Context: an optimization exercise on an open-source flow, tuned for small area and a short achievable clock period. The choices shown serve that exercise and are no tape-out recipe.
Only simulation tests tie the RTL to the original design; equivalence was not proved.
Power is estimated from default activity; no workload was simulated.

--- flow/run.sh ---
#!/bin/bash
# synth_recipe.tcl (not shown) runs the flow's synth.tcl, then flattens the netlist and writes it again
# the make line also repeats each setting of config.mk as NAME=value (left out here)
make -C /OpenROAD-flow-scripts/flow DESIGN_CONFIG=/design/flow/config.mk WORK_HOME=/design/flow/orfs CLKGATE_MAP_FILE= SYNTH_SCRIPT=/design/flow/synth_recipe.tcl finish
--- flow/config.mk ---
export PLATFORM = sky130hd
export DESIGN_NAME = instruction_queue
export DESIGN_NICKNAME = instruction_queue
export VERILOG_FILES = /design/flow/design.v
export SDC_FILE = /design/flow/constraint.sdc
export NUM_CORES = 4
export LEC_CHECK = 0
export CAP_MARGIN = 20
export CORE_MARGIN = 2
export CORE_UTILIZATION = 40
export SETUP_SLACK_MARGIN = 3.5
export SLEW_MARGIN = 20
export TNS_END_PERCENT = 0
--- flow/constraint.sdc ---
create_clock -name core_clock -period 6.0 [get_ports {clock}]
set_input_delay 1.2000 -clock core_clock [delete_from_list [all_inputs] [get_ports {clock}]]
set_output_delay 1.2000 -clock core_clock [all_outputs]
set_load 0.01 [all_outputs]
--- flow/design.v ---
package instruction_queue_pkg;
  localparam int QUEUE_DEPTH  = 32;
  localparam int WINDOW_BYTES = 16;
  localparam int FILL_BYTES   = 4;
  localparam int PTR_W  = 5;
  localparam int CNT_W  = 6;
  localparam int LEN_W  = 5;
  localparam int FCNT_W = 3;
  localparam int PERF_W = 16;
endpackage
import instruction_queue_pkg::*;
module instruction_queue_window
(
  input  logic [QUEUE_DEPTH*8-1:0] din,
  input  logic [LEN_W-1:0]         shift,
  input  logic                     hold,
  input  logic                     clear,
  output logic [QUEUE_DEPTH*8-1:0] dout
);
  logic [QUEUE_DEPTH*8-1:0] s1, s2;
  always_comb begin
    s1 = '0;
    s2 = '0;
    for (int k = 0; k < QUEUE_DEPTH; k++)
      for (int j = 0; j < 4; j++)
        if (k + j < QUEUE_DEPTH)
          s1[8*k +: 8] = s1[8*k +: 8] | ({8{shift[1:0] == 2'(j)}} & din[8*(k+j) +: 8]);
    for (int k = 0; k < QUEUE_DEPTH; k++)
      for (int j = 0; j < 4; j++)
        if (k + 4*j < QUEUE_DEPTH)
          s2[8*k +: 8] = s2[8*k +: 8] | ({8{shift[3:2] == 2'(j)}} & s1[8*(k+4*j) +: 8]);
    for (int k = 0; k < QUEUE_DEPTH; k++) begin
      dout[8*k +: 8] = ({8{~clear & hold}} & din[8*k +: 8])
                     | ({8{~clear & ~hold & ~shift[4]}} & s2[8*k +: 8]);
      if (k + 16 < QUEUE_DEPTH)
        dout[8*k +: 8] = dout[8*k +: 8]
                       | ({8{~clear & ~hold & shift[4]}} & s2[8*(k+16) +: 8]);
    end
  end
endmodule
module instruction_queue_add
#(parameter int W = 6)
(
  input  logic [W-1:0] a,
  input  logic [W-1:0] b,
  input  logic         ci,
  output logic [W-1:0] s,
  output logic         co
);
  logic [W:0]   c;
  logic [W-1:0] x;
  logic [W-1:0] g, t;
  always_comb begin
    for (int i = 0; i < W; i++) begin
      x[i] = a[i] ? ~b[i] : b[i];
      g[i] = a[i] & b[i];
      t[i] = a[i] | b[i];
    end
    for (int d = 1; d < W; d = d * 2)
      for (int i = W - 1; i >= d; i--) begin
        g[i] = g[i] | (t[i] & g[i-d]);
        t[i] = t[i] & t[i-d];
      end
    c[0] = ci;
    for (int i = 0; i < W; i++)
      c[i+1] = g[i] | (t[i] & ci);
    for (int i = 0; i < W; i++)
      s[i] = c[i] ? ~x[i] : x[i];
  end
  assign co = c[W];
endmodule
import instruction_queue_pkg::*;
module instruction_queue
(
  input  logic                clock,
  input  logic                reset,
  input  logic                flush,
  input  logic                fill_valid,
  output logic                fill_ready,
  input  logic [31:0]         fill_data,
  input  logic [FCNT_W-1:0]   fill_count,
  output logic [WINDOW_BYTES*8-1:0] instruction,
  output logic [CNT_W-1:0]    bytes_available,
  input  logic                consume_valid,
  input  logic [LEN_W-1:0]    consume_length,
  output logic                consume_error
);
  logic [QUEUE_DEPTH*8-1:0] q_q, q_fill, q_d;
  logic [CNT_W-1:0]  count_q;
  logic              ready_q;
  logic              cerr_q;
  logic              fill_ok;
  logic              cons_ok;
  logic [3:0]        fc_ge;        
  logic [31:0]       fill_mask;
  logic [31:0]       fill_rot;
  logic [QUEUE_DEPTH:0] cnt_dec;   
  logic [QUEUE_DEPTH-1:0] fsel;
  logic [31:0]       len_dec;      
  logic [31:0]       cnt_ge;       
  logic [4:0]        fadd_dec;     
  logic [CNT_W-1:0]  cnt_plus [5];  
  logic [CNT_W-1:0]  cnt_fill, cnt_both;
  logic              unused_co0;
  logic [CNT_W-1:0]  count_d;
  assign fill_ok = fill_valid & ready_q
                 & (fill_count[2] ? (fill_count[1:0] == 2'd0)
                                  : (fill_count[1:0] != 2'd0));
  always_comb
    for (int m = 0; m < 32; m++) begin
      len_dec[m] = consume_length == LEN_W'(m);
      cnt_ge[m]  = count_q >= CNT_W'(m);
    end
  assign cons_ok = consume_valid & (|(len_dec[31:1] & cnt_ge[31:1]));
  assign fc_ge[0] = 1'b1;
  assign fc_ge[1] = fill_count[2] | fill_count[1];
  assign fc_ge[2] = fill_count[2] | (fill_count[1] & fill_count[0]);
  assign fc_ge[3] = fill_count[2];
  always_comb begin
    for (int j = 0; j < 4; j++)
      fill_mask[8*j +: 8] = fill_data[8*j +: 8] & {8{fill_ok & fc_ge[j]}};
    for (int r = 0; r < 4; r++)
      fill_rot[8*r +: 8] = fill_mask[8*2'(2'(r) - count_q[1:0]) +: 8];
    for (int k = 0; k <= QUEUE_DEPTH; k++)
      cnt_dec[k] = count_q == CNT_W'(k);
    for (int k = 0; k < QUEUE_DEPTH; k++) begin
      fsel[k] = 1'b0;
      for (int j = 0; j < 4; j++)
        if (k - j >= 0)
          fsel[k] = fsel[k] | cnt_dec[k-j];
    end
    for (int k = 0; k < QUEUE_DEPTH; k++)
      q_fill[8*k +: 8] = q_q[8*k +: 8] | ({8{fsel[k]}} & fill_rot[8*(k%4) +: 8]);
  end
  instruction_queue_window u_shift (
    .din   (q_fill),
    .shift (consume_length),
    .hold  (~cons_ok),
    .clear (reset | flush),
    .dout  (q_d)
  );
  assign fadd_dec[0] = ~fill_ok;
  always_comb
    for (int f = 1; f <= 4; f++)
      fadd_dec[f] = fill_ok & (fill_count == 3'(f));
  always_comb begin
    for (int f = 0; f <= 4; f++)
      cnt_plus[f] = count_q + CNT_W'(f);
    cnt_fill = '0;
    for (int f = 0; f <= 4; f++)
      cnt_fill = cnt_fill | ({CNT_W{fadd_dec[f]}} & cnt_plus[f]);
  end
  instruction_queue_add #(.W(CNT_W)) u_both (
    .a (cnt_fill), .b (~{1'b0, consume_length}), .ci (1'b1),
    .s (cnt_both), .co (unused_co0)
  );
  assign count_d = cons_ok ? cnt_both : cnt_fill;
  always_ff @(posedge clock) begin
    q_q <= q_d;
    if (reset | flush) begin
      count_q <= '0;
      ready_q <= 1'b1;
      cerr_q  <= 1'b0;
    end else begin
      count_q <= count_d;
      ready_q <= ~(count_d[5] | (count_d[4] & count_d[3] & count_d[2]
                                 & (count_d[1] | count_d[0])));
      cerr_q  <= consume_valid & ~cons_ok;
    end
  end
  always_comb
    for (int i = 0; i < WINDOW_BYTES; i++)
      instruction[8*(WINDOW_BYTES-1-i) +: 8] = q_q[8*i +: 8];
  assign fill_ready      = ready_q;
  assign bytes_available = count_q;
  assign consume_error   = cerr_q;
endmodule
==> run notes <==
Final Hold Viols=0; DRC=0; area leader, netlist=dfxtp_1; CP peak stage delay=0.40 ns; # rows=90; Top Ports=181; Initial Utilization=0.4045; CP Data Required Time=6.44 ns; crit path time final=approximately 3.8 ns; Worst-Margin Slew=1.210 ns; GR Util All Layers=0.4866; final non-filler cell total=3,909; Syn. warnings=4; Initial DRC Count=~4,700; slowest library cell on the worst path=a31oi_1; Critical Path Start Type=register; number of flops mapped to enable cells by yosys=0; synthesized area=~0.024 mm2; Arrival @ worst endpoint=4.22 ns; DR WL/cell=40.89 um; Pwr Density=191.2 mW/mm2; fin area=0.03098 mm2; Placed Area=0.02677 mm2; syn_nets=3,050; final worst setup slack=2.221 ns; vias in the first global route=29,080; cells taking the most area after synthesis=dfxtp_1 22%, mux2i_1 15%, nand2_1 4.7%; CTS buffer count=38; first-pass iteration count of the detailed router=8; WS Path Type=register to register; Final Util=0.5142; Vias per Instance=7.842; worst skew pair latency=0.58 ns; Hold WC Path Type=register to register; DP Worst Slack=0.7022 ns; Final ANT Viol Nets=0; total negative slack=0 ns; Fmax achieved=0.2646 GHz; CP Capture Type=register; gpl congestion=1.020; Buffers on Ports=180; Max VDD drop=~0.00017 V; static leakage=between 10 and 15 nW; initial antenna violation count=7; RSZ-0062 raised after global routing=yes; FILL cells=roughly 5,600; post-synthesis sequential area ratio=0.2169; Max-cap violations=0; status=timing/DRC/antenna clean; Async SR Flop Fraction=0; Core ar.=0.06025 mm2; CP cell instances=buf_6 > clkinvlp_4 > ha_2 > nand2_1 > a31oi_2 > buf_4 > a31oi_1 > mux2i_1 > mux2_2 > a221o_1 > a22oi_1 > o221ai_1; first-pass GRT wire length=between 200 and 250 mm; Yosys top cell area share=0.2169; fin crit share=0.6298; overall power=around 5.9 mW; Root Driver=clkbuf_16; final hold slack=0.5055 ns; clock sink total=about 260; #FFs+latches synth=264; final setup fails=0; DP Cell Count=3,710; Synth cell types=approximately 80; Critical Path Fanout Max=11; Slew Limit Fails=0; Die X=roughly 250 um; Clock Path Buffers=3; total wire length=about 160 mm; die area=0.06291 mm2; Slew HR=0.1935; CTS H-tree lvls=2; pin count of the biggest net entering global routing=about 120; most common cell in the netlist=mux2i_1; Die H=250.8 um; Area Growth Syn to Fin=27.12%; Remaining Overflow, GRT=0; synthesized area per cell=8.172 um2; layout net count=3,164; Final Skew=0.03358 ns; Mapped Cells=2,982; CTS tree=built; vias=30,650; top cells by instance count after synthesis=362 x mux2i_1, 307 x nand2_1, 264 x dfxtp_1; share of cells above drive strength 1=0.2273; clk slew on worst S/H paths=0.06 ns; HPWL after DPL=106.7 mm; Top FF cell, synth=dfxtp_1
metal layers:
metal  GRT usage  up-vias  wire length [um]
met3      0.1997      804             24650
met2      0.6735     2905             62280
met1      0.6081    14860             59310
li1            -    12080                 -
met4      0.3413        8             13540
met5           0        -                59
cell type report:
cell class / instances / area, um2 / area share
Timing Repair Buffer: 488 / 4624 / 0.1493
Inverter: 22 / 115.1 / 0.003716
Clock inverter: 17 / 266.5 / 0.008603
Clock buffer: 51 / 1081 / 0.03490
Tap cell: 782 / 978.4 / 0.03159
Antenna cell: 3 / 7.507 / 0.0002423
Sequential cell: 264 / 5291 / 0.1708
Multi-Input combinational cell: 2282 / 18610 / 0.6009
worst paths after layout:
kind | depth (start not counted) | slack [ns] | to | start
min reg2reg | 2 | 0.51 | q_q[251]$_DFF_P_ | q_q[251]$_DFF_P_
max reg2reg | 12 | 2.22 | q_q[15]$_DFF_P_ | count_q[2]$_SDFF_PP0_
max | 12 | 2.22 | q_q[15]$_DFF_P_ | count_q[2]$_SDFF_PP0_
min | 2 | 0.51 | q_q[251]$_DFF_P_ | q_q[251]$_DFF_P_
cells in the final DEF, fill, tap and decap left out, drive strengths merged, types with 8 or more instances in the layout:
| cell type | netlist | layout |
|---|---|---|
| a21oi | 90 | 90 |
| a31oi | 165 | 165 |
| nand2b | 35 | 35 |
| a32oi | 14 | 14 |
| clkbuf | 186 | 52 |
| mux2 | 28 | 28 |
| clkinv | 2 | 10 |
| a221oi | 14 | 14 |
| a221o | 9 | 9 |
| nor2 | 119 | 119 |
| a2bb2oi | 36 | 36 |
| and2 | 25 | 27 |
| mux2i | 362 | 362 |
| o22ai | 113 | 113 |
| buf | 232 | 313 |
| nor2b | 11 | 11 |
| o32a | 26 | 26 |
| o21ai | 98 | 98 |
| o2111ai | 22 | 22 |
| mux4 | 44 | 44 |
| o22a | 8 | 8 |
| o211ai | 99 | 99 |
| a22o | 11 | 11 |
| a211oi | 17 | 17 |
| nor3 | 15 | 15 |
| a41oi | 117 | 117 |
| o31ai | 9 | 9 |
| nand2 | 307 | 307 |
| nand4 | 15 | 15 |
| and3b | 9 | 10 |
| ha | 23 | 23 |
| a22oi | 114 | 114 |
| and3 | 16 | 16 |
| nand3 | 65 | 65 |
| dfxtp | 264 | 264 |
| o221ai | 95 | 95 |
| clkdlybuf4s50 | 0 | 165 |
| inv | 20 | 19 |
| a311o | 19 | 19 |
| a211o | 22 | 22 |
power by group:
group	total, mW	internal, mW	leakage (nW)	switching, mW
sequential	1.80	1.77	2.13	0.0249
combinational	1.56	0.497	7.98	1.07
clock	2.56	1.56	0.666	0.998
total	5.92	3.83	10.8	2.09
worst max-delay path, delay by kind of cell (launching register included):
family          cells  cell delay, ns
fa+ha+maj           1            0.36
flops               1            0.32
simple gates        1            0.27
compound gates      5            1.36
mux                 2            0.55
buf+inv             3            0.78
timing repair:
action                                  4_1_cts  5_1_grt
buffers inserted                             98       22
pin swaps                                    46       19
hold endpoints to repair                      0        0
hold buffers                                  0        0
endpoints found under the setup margin      400      400
gates cloned                                  6        1
gates resized for setup                     258       93
logic make-up (layout without fill, tap and decap cells):
kind of cell | count (synthesis) | after routing | share of synthesized area
buffers and inverters | 440 | 578 | 0.09175
DFF | 264 | 264 | 0.2169
other | 0 | 3 | 0
AOI/OAI and AO/OA | 1160 | 1160 | 0.3515
muxes | 434 | 434 | 0.2023
adders and majority gates | 23 | 23 | 0.01181
and+or+nand+nor | 656 | 660 | 0.1239
xor gates and xnor gates | 5 | 5 | 0.001797
flip-flops by register name, summed over array words and instances, names as in the netlist:
name,cells
q_q,256
count_q,6
cerr_q,1
ready_q,1

[what the ideal ports hide]
How much do the figures lean on ideal ports? The routed layout below was timed once more, with nothing changed but the port constraints.
Step 1 assumes that a clkbuf_16 drives the clock port and a buf_2 every other input.
Step 2 times the ports against the registers' clock, not the clock port: input delays grow and output delays shrink by t, the midpoint of the rising clock arrivals with the driver on.
a / b / c = ideal ports / drivers / drivers and shift; a / b = the first two.
t, ns: 0.624
setup slack, ns: 2.221 / 2.221 / 1.606
worst setup path at the end: input to register
latest minus earliest clock arrival (ns): 0.033 / 0.034
After both steps this run still meets setup and hold. For this run, drivers alone change the setup slack by 0.000 ns; drivers and shift together by -0.615 ns.
